Background: an optimization exercise with open tools, aiming at small area, a short achievable clock period and few clock cycles per item. Do not read the settings as production practice.
In this exercise RTL edits were held to simulation tests only and were not proved equivalent to the original.

==> flow/design.v <==
`timescale 1ns / 1ps
package scs_pkg;
   localparam int NUM_CLUSTERS_DEF = 10;
   localparam int MAX_CHANNELS_DEF = 15;
   localparam int REQ_DATA_W = 40;
   localparam int RSP_DATA_W = 40;
   localparam int CSR_DATA_W = 24;
   localparam int CSR_IDX_W  = 3;
   localparam logic [CSR_IDX_W-1:0] REG_OPEN_SCALE = 3'd0;
   localparam logic [CSR_IDX_W-1:0] REG_REFR_PROB  = 3'd1;
   localparam logic [CSR_IDX_W-1:0] REG_CLOSE_PROB = 3'd2;
   localparam logic [CSR_IDX_W-1:0] REG_REFR_NUM   = 3'd3;
   localparam logic [CSR_IDX_W-1:0] REG_CA_REST    = 3'd4;
   localparam logic [CSR_IDX_W-1:0] REG_CA_THRESH  = 3'd5;
   localparam logic [CSR_IDX_W-1:0] REG_LEAK       = 3'd6;
   localparam logic [CSR_IDX_W-1:0] REG_PUFF       = 3'd7;
   localparam logic [23:0] OPEN_SCALE_RST = 24'd16777;
   localparam logic [23:0] REFR_PROB_RST  = 24'd335544;
   localparam logic [23:0] CLOSE_PROB_RST = 24'd838861;
   localparam logic [3:0]  REFR_NUM_RST   = 4'd3;
   localparam logic [23:0] CA_REST_RST    = 24'd13107;
   localparam logic [23:0] CA_THRESH_RST  = 24'd32768;
   localparam logic [23:0] LEAK_RST       = 24'd16777;
   localparam logic [23:0] PUFF_RST       = 24'd655;
   localparam logic [5:0] DIV_STEPS = 6'd42;
   typedef enum logic [3:0] {
      ST_IDLE, ST_UPDATE, ST_LEAK, ST_SUM, ST_SQUARE, ST_CUBE,
      ST_DIV_LOAD, ST_DIV, ST_SCALE, ST_EMIT
   } state_type;
   typedef struct packed {
      logic capture;
      logic update;
      logic leak;
      logic sum;
      logic square;
      logic cube;
      logic div_load;
      logic div_step;
      logic scale;
      logic emit;
   } cmd_type;
   typedef struct packed {
      logic last_item;
      logic div_last;
      logic rsp_full;
   } sts_type;
endpackage
`timescale 1ns / 1ps
module scs_ctrl (
   input  logic              clock,
   input  logic              reset,
   input  logic              req_tvalid,
   output logic              req_tready,
   input  scs_pkg::sts_type  sts,
   output scs_pkg::cmd_type  cmd
);
   scs_pkg::state_type st_ff, st_in;
   logic emit_ff, emit_in;
   always_ff @(posedge clock) begin
      if (reset) begin
         st_ff   <= scs_pkg::ST_SQUARE;
         emit_ff <= 1'b0;
      end else begin
         st_ff   <= st_in;
         emit_ff <= emit_in;
      end
   end
   always_comb begin
      st_in      = st_ff;
      emit_in    = emit_ff;
      cmd        = '0;
      req_tready = 1'b0;
      unique case (st_ff)
         scs_pkg::ST_IDLE: begin
            req_tready  = 1'b1;
            cmd.capture = req_tvalid;
            if (req_tvalid) st_in = scs_pkg::ST_UPDATE;
         end
         scs_pkg::ST_UPDATE: begin
            cmd.update = 1'b1;
            if (sts.last_item) begin
               st_in   = scs_pkg::ST_LEAK;
               emit_in = 1'b1;
            end else begin
               st_in = scs_pkg::ST_IDLE;
            end
         end
         scs_pkg::ST_LEAK: begin
            cmd.leak = 1'b1;
            st_in    = scs_pkg::ST_SUM;
         end
         scs_pkg::ST_SUM: begin
            cmd.sum = 1'b1;
            st_in   = scs_pkg::ST_SQUARE;
         end
         scs_pkg::ST_SQUARE: begin
            cmd.square = 1'b1;
            st_in      = scs_pkg::ST_CUBE;
         end
         scs_pkg::ST_CUBE: begin
            cmd.cube = 1'b1;
            st_in    = scs_pkg::ST_DIV_LOAD;
         end
         scs_pkg::ST_DIV_LOAD: begin
            cmd.div_load = 1'b1;
            st_in        = scs_pkg::ST_DIV;
         end
         scs_pkg::ST_DIV: begin
            cmd.div_step = 1'b1;
            if (sts.div_last) st_in = scs_pkg::ST_SCALE;
         end
         scs_pkg::ST_SCALE: begin
            cmd.scale = 1'b1;
            st_in     = emit_ff ? scs_pkg::ST_EMIT : scs_pkg::ST_IDLE;
         end
         scs_pkg::ST_EMIT: begin
            if (!sts.rsp_full) begin
               cmd.emit = 1'b1;
               emit_in  = 1'b0;
               st_in    = scs_pkg::ST_IDLE;
            end
         end
         default: st_in = scs_pkg::ST_IDLE;
      endcase
   end
endmodule
`timescale 1ns / 1ps
module scs_dp #(
   parameter int NUM_CLUSTERS = scs_pkg::NUM_CLUSTERS_DEF,
   parameter int MAX_CHANNELS = scs_pkg::MAX_CHANNELS_DEF
) (
   input  logic                              clock,
   input  logic                              reset,
   input  logic [scs_pkg::REQ_DATA_W-1:0]    req_tdata,
   input  logic                              req_tlast,
   input  logic                              csr_we,
   input  logic [scs_pkg::CSR_IDX_W-1:0]     csr_index,
   input  logic [scs_pkg::CSR_DATA_W-1:0]    csr_wdata,
   output logic                              rsp_tvalid,
   input  logic                              rsp_tready,
   output logic [scs_pkg::RSP_DATA_W-1:0]    rsp_tdata,
   output logic                              rsp_tuser,
   input  scs_pkg::cmd_type                  cmd,
   output scs_pkg::sts_type                  sts
);
   localparam int IDX_W = (NUM_CLUSTERS > 1) ? $clog2(NUM_CLUSTERS) : 1;
   localparam logic [3:0] MAX_CH = 4'(MAX_CHANNELS);
   localparam logic [6:0] NUM_CL = 7'(NUM_CLUSTERS);
   logic [23:0] open_scale_ff, refr_prob_ff, close_prob_ff, ca_rest_ff;
   logic [23:0] ca_thresh_ff, leak_coeff_ff, puff_ff;
   logic [3:0]  refr_num_ff;
   always_ff @(posedge clock) begin
      if (reset) begin
         open_scale_ff <= scs_pkg::OPEN_SCALE_RST;
         refr_prob_ff  <= scs_pkg::REFR_PROB_RST;
         close_prob_ff <= scs_pkg::CLOSE_PROB_RST;
         refr_num_ff   <= scs_pkg::REFR_NUM_RST;
         ca_rest_ff    <= scs_pkg::CA_REST_RST;
         ca_thresh_ff  <= scs_pkg::CA_THRESH_RST;
         leak_coeff_ff <= scs_pkg::LEAK_RST;
         puff_ff       <= scs_pkg::PUFF_RST;
      end else if (csr_we) begin
         unique case (csr_index)
            scs_pkg::REG_OPEN_SCALE: open_scale_ff <= csr_wdata;
            scs_pkg::REG_REFR_PROB:  refr_prob_ff  <= csr_wdata;
            scs_pkg::REG_CLOSE_PROB: close_prob_ff <= csr_wdata;
            scs_pkg::REG_REFR_NUM:   refr_num_ff   <= csr_wdata[3:0];
            scs_pkg::REG_CA_REST:    ca_rest_ff    <= csr_wdata;
            scs_pkg::REG_CA_THRESH:  ca_thresh_ff  <= csr_wdata;
            scs_pkg::REG_LEAK:       leak_coeff_ff <= csr_wdata;
            scs_pkg::REG_PUFF:       puff_ff       <= csr_wdata;
            default: ;
         endcase
      end
   end
   logic [23:0] rnd_ff;
   logic [3:0]  draw_ff;
   logic [5:0]  idx_ff;
   logic        last_ff;
   always_ff @(posedge clock) begin
      if (cmd.capture) begin
         rnd_ff  <= req_tdata[23:0];
         draw_ff <= req_tdata[27:24];
         idx_ff  <= req_tdata[33:28];
         last_ff <= req_tlast;
      end
   end
   logic signed [4:0] cs_ff [NUM_CLUSTERS];
   logic [9:0]  total_ff;
   logic [23:0] prob_ff;
   logic [IDX_W-1:0] idx_w;
   logic        idx_ok;
   logic signed [4:0] old_s, new_s;
   logic [3:0]  draw_sat, refr_n;
   logic [9:0]  old_pos, new_pos;
   always_comb begin
      idx_ok   = {1'b0, idx_ff} < NUM_CL;
      idx_w    = idx_ff[IDX_W-1:0];
      old_s    = idx_ok ? cs_ff[idx_w] : 5'sd0;
      draw_sat = (draw_ff == 4'd0) ? 4'd1 : ((draw_ff > MAX_CH) ? MAX_CH : draw_ff);
      refr_n   = (refr_num_ff == 4'd0) ? 4'd1 : refr_num_ff;
      new_s    = old_s;
      if (old_s < 0) begin
         if (rnd_ff < refr_prob_ff) new_s = old_s + 5'sd1;
      end else if (old_s == 0) begin
         if (rnd_ff < prob_ff) new_s = signed'({1'b0, draw_sat});
      end else if (rnd_ff < close_prob_ff) begin
         new_s = (old_s == 5'sd1) ? signed'(5'd1 - {1'b0, refr_n}) : old_s - 5'sd1;
      end
      old_pos = (old_s > 0) ? {6'd0, old_s[3:0]} : 10'd0;
      new_pos = (new_s > 0) ? {6'd0, new_s[3:0]} : 10'd0;
   end
   always_ff @(posedge clock) begin
      if (reset) begin
         for (int i = 0; i < NUM_CLUSTERS; i++) cs_ff[i] <= 5'sd0;
         total_ff <= 10'd0;
      end else if (cmd.update && idx_ok) begin
         cs_ff[idx_w] <= new_s;
         total_ff     <= total_ff - old_pos + new_pos;
      end
   end
   logic [23:0] ca_ff;
   logic [47:0] leak_prod_ff;
   logic        leak_neg_ff;
   logic [33:0] puff_prod_ff;
   logic [24:0] diff, mag25;
   logic [24:0] leak_amt;
   logic signed [36:0] ca_sum;
   always_comb begin
      diff     = {1'b0, ca_ff} - {1'b0, ca_rest_ff};
      mag25    = diff[24] ? (25'd0 - diff) : diff;
      leak_amt = 25'((leak_prod_ff + 48'd8388608) >> 24);
      ca_sum   = signed'({13'd0, ca_ff}) + signed'({3'd0, puff_prod_ff});
      if (leak_neg_ff) ca_sum = ca_sum + signed'({12'd0, leak_amt});
      else             ca_sum = ca_sum - signed'({12'd0, leak_amt});
   end
   always_ff @(posedge clock) begin
      if (cmd.leak) begin
         leak_prod_ff <= mag25[23:0] * leak_coeff_ff;
         leak_neg_ff  <= diff[24];
         puff_prod_ff <= total_ff * puff_ff;
      end
   end
   logic [31:0] sq_ff;
   logic [39:0] c3_ff;
   logic [40:0] den_ff;
   logic [41:0] num_ff;
   logic [40:0] rem_ff;
   logic [24:0] q_ff;
   logic [5:0]  cnt_ff;
   logic [41:0] trial;
   logic        fits;
   logic [40:0] den_c;
   logic [24:0] ratio;
   logic [48:0] scaled;
   logic [47:0] sq_full;
   logic [55:0] cube_full;
   always_comb begin
      trial     = {rem_ff, num_ff[41]};
      fits      = trial >= {1'b0, den_ff};
      den_c     = 41'd65536 + {1'b0, c3_ff};
      ratio     = 25'd16777216 - q_ff;
      scaled    = open_scale_ff * ratio;
      sq_full   = {24'd0, ca_ff} * {24'd0, ca_ff};
      cube_full = {24'd0, sq_ff} * {32'd0, ca_ff};
   end
   always_ff @(posedge clock) begin
      if (cmd.square) sq_ff <= sq_full[47:16];
      if (cmd.cube)   c3_ff <= cube_full[55:16];
      if (cmd.div_load) begin
         den_ff <= den_c;
         num_ff <= 42'h100_0000_0000 + {1'b0, den_c} - 42'd1;
         rem_ff <= '0;
         q_ff   <= '0;
         cnt_ff <= scs_pkg::DIV_STEPS;
      end else if (cmd.div_step) begin
         rem_ff <= fits ? 41'(trial - {1'b0, den_ff}) : trial[40:0];
         num_ff <= {num_ff[40:0], 1'b0};
         q_ff   <= {q_ff[23:0], fits};
         cnt_ff <= cnt_ff - 6'd1;
      end
   end
   always_ff @(posedge clock) begin
      if (reset) begin
         prob_ff <= '0;
      end else if (cmd.scale) begin
         prob_ff <= scaled[47:24];
      end
   end
   logic        rsp_valid_ff;
   logic [9:0]  rsp_open_ff;
   logic [23:0] rsp_ca_ff;
   logic        rsp_spike_ff;
   logic        spike;
   assign spike = ca_ff >= ca_thresh_ff;
   always_ff @(posedge clock) begin
      if (reset) begin
         ca_ff <= scs_pkg::CA_REST_RST;
      end else if (cmd.sum) begin
         if (ca_sum < 0)                             ca_ff <= '0;
         else if (ca_sum > signed'(37'hFF_FFFF))     ca_ff <= 24'hFF_FFFF;
         else                                        ca_ff <= ca_sum[23:0];
      end else if (cmd.emit && spike) begin
         ca_ff <= ca_rest_ff;
      end
   end
   always_ff @(posedge clock) begin
      if (reset) begin
         rsp_valid_ff <= 1'b0;
      end else if (cmd.emit) begin
         rsp_valid_ff <= 1'b1;
      end else if (rsp_tready) begin
         rsp_valid_ff <= 1'b0;
      end
   end
   always_ff @(posedge clock) begin
      if (cmd.emit) begin
         rsp_open_ff  <= total_ff;
         rsp_ca_ff    <= spike ? ca_rest_ff : ca_ff;
         rsp_spike_ff <= spike;
      end
   end
   assign rsp_tvalid   = rsp_valid_ff;
   assign rsp_tdata    = {6'd0, rsp_ca_ff, rsp_open_ff};
   assign rsp_tuser    = rsp_spike_ff;
   assign sts.last_item = last_ff;
   assign sts.div_last  = cnt_ff == 6'd1;
   assign sts.rsp_full  = rsp_valid_ff && !rsp_tready;
endmodule
`timescale 1ns / 1ps
module stochastic_calcium_cluster_step #(
   parameter int NUM_CLUSTERS = scs_pkg::NUM_CLUSTERS_DEF,
   parameter int MAX_CHANNELS = scs_pkg::MAX_CHANNELS_DEF
) (
   input  logic                            clock,
   input  logic                            reset,
   input  logic                            req_tvalid,
   output logic                            req_tready,
   input  logic [scs_pkg::REQ_DATA_W-1:0]  req_tdata,
   input  logic                            req_tlast,
   output logic                            rsp_tvalid,
   input  logic                            rsp_tready,
   output logic [scs_pkg::RSP_DATA_W-1:0]  rsp_tdata,
   output logic                            rsp_tuser,
   input  logic                            csr_we,
   input  logic [scs_pkg::CSR_IDX_W-1:0]   csr_index,
   input  logic [scs_pkg::CSR_DATA_W-1:0]  csr_wdata
);
   scs_pkg::cmd_type cmd;
   scs_pkg::sts_type sts;
   scs_ctrl u_ctrl (
      .clock      (clock),
      .reset      (reset),
      .req_tvalid (req_tvalid),
      .req_tready (req_tready),
      .sts        (sts),
      .cmd        (cmd)
   );
   scs_dp #(
      .NUM_CLUSTERS (NUM_CLUSTERS),
      .MAX_CHANNELS (MAX_CHANNELS)
   ) u_dp (
      .clock      (clock),
      .reset      (reset),
      .req_tdata  (req_tdata),
      .req_tlast  (req_tlast),
      .csr_we     (csr_we),
      .csr_index  (csr_index),
      .csr_wdata  (csr_wdata),
      .rsp_tvalid (rsp_tvalid),
      .rsp_tready (rsp_tready),
      .rsp_tdata  (rsp_tdata),
      .rsp_tuser  (rsp_tuser),
      .cmd        (cmd),
      .sts        (sts)
   );
endmodule
==> flow/run.sh <==
#!/bin/bash
# synth_recipe.tcl (not shown) runs the flow's synth.tcl, then flattens the netlist and writes it again
# the make line also repeats each setting of config.mk as NAME=value (left out here)
make -C /OpenROAD-flow-scripts/flow DESIGN_CONFIG=/design/flow/config.mk WORK_HOME=/design/flow/orfs CLKGATE_MAP_FILE= SYNTH_SCRIPT=/design/flow/synth_recipe.tcl finish
==> flow/config.mk <==
export PLATFORM = sky130hd
export DESIGN_NAME = stochastic_calcium_cluster_step
export DESIGN_NICKNAME = stochastic_calcium_cluster_step
export VERILOG_FILES = /design/flow/design.v
export SDC_FILE = /design/flow/constraint.sdc
export NUM_CORES = 4
export LEC_CHECK = 0
export CAP_MARGIN = 20
export CORE_MARGIN = 2
export CORE_UTILIZATION = 40
export PLACE_DENSITY = 0.6
export SLEW_MARGIN = 20
==> flow/constraint.sdc <==
create_clock -name core_clock -period 11.0 [get_ports {clock}]
set_input_delay 2.2000 -clock core_clock [delete_from_list [all_inputs] [get_ports {clock}]]
set_output_delay 2.2000 -clock core_clock [all_outputs]
set_load 0.01 [all_outputs]
==> notes.md <==
[what timing repair did]
item,4_1_cts,5_1_grt
hold endpoints to repair,0,0
resized for setup,0,23
setup endpoints to repair,0,14
buffers inserted,0,4
[synthesized netlist by cell type, types with 104 or more instances]
cell,instances,share of area [%]
sky130_fd_sc_hd__fa_1,2245,38
sky130_fd_sc_hd__xnor2_1,262,1.9
sky130_fd_sc_hd__nor3_1,104,0.44
sky130_fd_sc_hd__o21ai_0,255,1.1
sky130_fd_sc_hd__ha_1,1005,11
sky130_fd_sc_hd__dfxtp_1,312,5.3
sky130_fd_sc_hd__a21o_1,147,0.93
sky130_fd_sc_hd__xor2_1,124,0.92
sky130_fd_sc_hd__inv_1,2645,8.4
sky130_fd_sc_hd__nand2_1,2176,6.9
sky130_fd_sc_hd__clkbuf_1,597,1.9
sky130_fd_sc_hd__and2_1,943,5.0
sky130_fd_sc_hd__edfxtp_1,365,9.3
sky130_fd_sc_hd__nand3_1,171,0.72
sky130_fd_sc_hd__nor2_1,367,1.2
sky130_fd_sc_hd__a21oi_1,415,1.8
[worst max-delay path: cells and delay by family (launching register included)]
kind                     cells  cell delay [ps]
AO/OA/AOI/OAI               13             2640
adder cells (fa/ha/maj)     10             4450
flip-flops                   1              320
buffers and inverters        6              410
XOR/XNOR                     3              360
AND/OR/NAND/NOR              9             1960
[layout make-up]
class | instances | area (sq um) | area share (%)
well taps | 3919 | 4903 | 3.844
clock inverters | 54 | 713.2 | 0.5592
flip-flops and latches | 677 | 17240 | 13.51
multi-input cells | 9090 | 89550 | 70.21
diodes | 1 | 2.502 | 0.001962
inverters | 2652 | 9955 | 7.805
clock buffers | 103 | 2235 | 1.752
repair buffers | 355 | 2949 | 2.312
[logic make-up after synthesis]
family          count (synthesis)  synth area share [%]
xor+xnor                      386                 2.855
buf+inv                      3281                 10.43
compound gates               1240                 6.611
other cells                     1              0.003167
mux                            67                0.8390
fa+ha+maj                    3250                 48.58
simple gates                 4111                 16.15
flops                         677                 14.53
[worst paths after layout]
kind                                        from  slack [ps]                    end
worst min register to register  u_dp.prob_ff[19]         450       u_dp.prob_ff[19]
worst max register to register     u_dp.ca_ff[0]         590  u_dp.leak_prod_ff[46]
worst max-delay path               u_dp.ca_ff[0]         590  u_dp.leak_prod_ff[46]
worst min-delay path            u_dp.prob_ff[19]         450       u_dp.prob_ff[19]
[registers in the layout, indices dropped and copies added (netlist names), 25 cells and up, named ones only]
register / cells
u_dp.cs_ff: 80
u_dp.leak_prod_ff: 25
u_dp.puff_prod_ff: 34
u_dp.sq_ff: 32
u_dp.rem_ff: 41
u_dp.num_ff: 42
u_dp.q_ff: 25
u_dp.den_ff: 41
u_dp.c3_ff: 40
[cells in the final DEF (no fill, tap or decap), types with 85 or more instances in the layout]
| cell | instances |
|---|---|
| sky130_fd_sc_hd__clkbuf_16 | 85 |
| sky130_fd_sc_hd__o21ai_0 | 248 |
| sky130_fd_sc_hd__fa_1 | 2245 |
| sky130_fd_sc_hd__clkdlybuf4s50_1 | 100 |
| sky130_fd_sc_hd__nor2_1 | 362 |
| sky130_fd_sc_hd__nor3_1 | 97 |
| sky130_fd_sc_hd__a21oi_1 | 413 |
| sky130_fd_sc_hd__ha_1 | 1005 |
| sky130_fd_sc_hd__nand2_1 | 2175 |
| sky130_fd_sc_hd__and2_1 | 943 |
| sky130_fd_sc_hd__xnor2_1 | 228 |
| sky130_fd_sc_hd__edfxtp_1 | 365 |
| sky130_fd_sc_hd__inv_1 | 2644 |
| sky130_fd_sc_hd__xor2_1 | 114 |
| sky130_fd_sc_hd__nand3_1 | 170 |
| sky130_fd_sc_hd__buf_4 | 247 |
| sky130_fd_sc_hd__dfxtp_1 | 287 |
| sky130_fd_sc_hd__a21o_1 | 147 |
[per-stage QoR]
stage          worst slack, ps
6_report                 594.5
5_1_grt                 -14.20
4_1_cts                  149.1
3_5_place_dp             191.7
3_3_place_gp             164.5
2_1_floorplan            506.4
[metal layers]
layer,global-route usage [%],part of all wire [%],wire [um]
met1,29.06,44,138000
met2,36.11,47,150000
met3,2.340,4.9,15360
met4,7.285,4.0,12610
met5,0,0.0079,25
==> reports/metrics.cfg <==
[die]
die_area_sq_mm=0.3004
die_w_um=548.1
start_util_pct=40.23
floorplan.rows=199
design.portCount=116
die_h_um=548.1
core_region_area_sq_mm=0.2943

[global_routing]
grt_max_degree=80
grt_antenna_before_repair=12
track_usage_pct=21.55
global_route.overflow_total=0
first_global_vias=89730
grt_pass1_wl_mm=511.0

[sta]
slew_headroom_pct=18.86
timing_max_transition_violations_final=0
finalClockSkew_ps=86.33
post_route_clock_period_utilization_pct=94.60
hold_violations=0
final_setup_vio_count=0
max_clock_freq_mhz=96.10
fin_setup_tns_ps=0
final.min_clock_period_ps=10410
tightest_slew_ps=1204
fin_hold_ws_ps=451.2

[synthesis]
synth.distinct_cells=96
synth_top_flop_cell=sky130_fd_sc_hd__edfxtp_1
synth-seq-cells=677
synthesis.yosys.warnings=2
synthCells=13010
synth_seq_area_share_pct=14.53
count_of_flip_flops_with_a_built_in_enable_after_synthesis=365
mappedNetlistArea_sq_mm=0.1184
asyncSetResetFlopFracSynth_pct=0
post_synth.cell_area_avg_sq_um=9.099

[detailed_routing]
routed_wire_length_per_instance_um=18.75
postRouteWirelength_mm=316.0
detailroute.via_count=85540
ant_nets=0
via_per_inst=5.076
drc=0
detail_route.iter0.violations=5463
drt-pass1-iter-count=5

[setup_path]
arrival_time_worst_endpoint_ps=10900
reg2reg_depth=41
critPathLaunchType=flip-flop
critical_path.endpoint_type=flip-flop
required_ps=11500
worstSetupPathType=reg2reg
crit_top_cell=sky130_fd_sc_hd__fa_1
timing.critical_path.fanout_max=6
cp_slowest_cell=sky130_fd_sc_hd__fa_1
cpPeakStageDelay_ps=580

[finish]
final.fill_count=28880
count_of_non_filler_cells_in_the_finished_layout=16850
layout.cell_area.non_filler_sq_mm=0.1275
syn_to_final_growth_pct=7.719
final_core_utilization_pct=43.34
design.final.nets=16180
share_of_post_route_cells_with_drive_strength_above_1_pct=4.470

[clock_tree]
cts_buffers=84
cts_hold_buf=0
cts_tree=done
worst_setup_hold_path_clk_slew_ps=80
clock_insertion_delay_worst_skew_ps=760
clock_sinks=677
htree_num_levels=3
cts-root-to-sink-buffers=3
clock-root-buffer=sky130_fd_sc_hd__clkbuf_16

[placement]
numPortBuffers=103
hpwl_mm=242.5
routabilityCongestion=0.8808
postPlaceCellArea_sq_mm=0.1245
placed_cell_count=16690

[outcome]
run_status=no timing/DRC/antenna violations

[job]
max_cap_violations=0

[worst_hold_path]
hold_path_depth=2
timing.hold.worst.class=reg2reg

Testbench counts, summed over its fixed seeds: cycles 22,088, steps 320.

==> separate check: timing with driven ports <==
No port has a modelled driver above. Below, the same layout with a new extraction and two added sets of constraints.
Step 1 (the two cells are an assumption about what drives the block):
set clk [get_ports {clock}]
set_driving_cell -lib_cell sky130_fd_sc_hd__clkbuf_16 $clk
set_driving_cell -lib_cell sky130_fd_sc_hd__buf_2 [delete_from_list [all_inputs] $clk]
Step 2 adds t to the input delays and takes it off the output delays; t is the mean of the earliest and latest rising clock arrival at the registers after step 1. Input paths then give back, and output paths get back, about the clock's delay inside the block.
a / b / c = ideal / step 1 / step 2; a / b = the first two.
t (ns): 0.819
setup WS [ns]: 0.595 / 0.595 / 0.595
pins driven straight from the clock port: 1
After both steps setup and hold are still met in this run. The setup slack of this run moves by 0.000 ns with the drivers and by 0.000 ns with both steps.
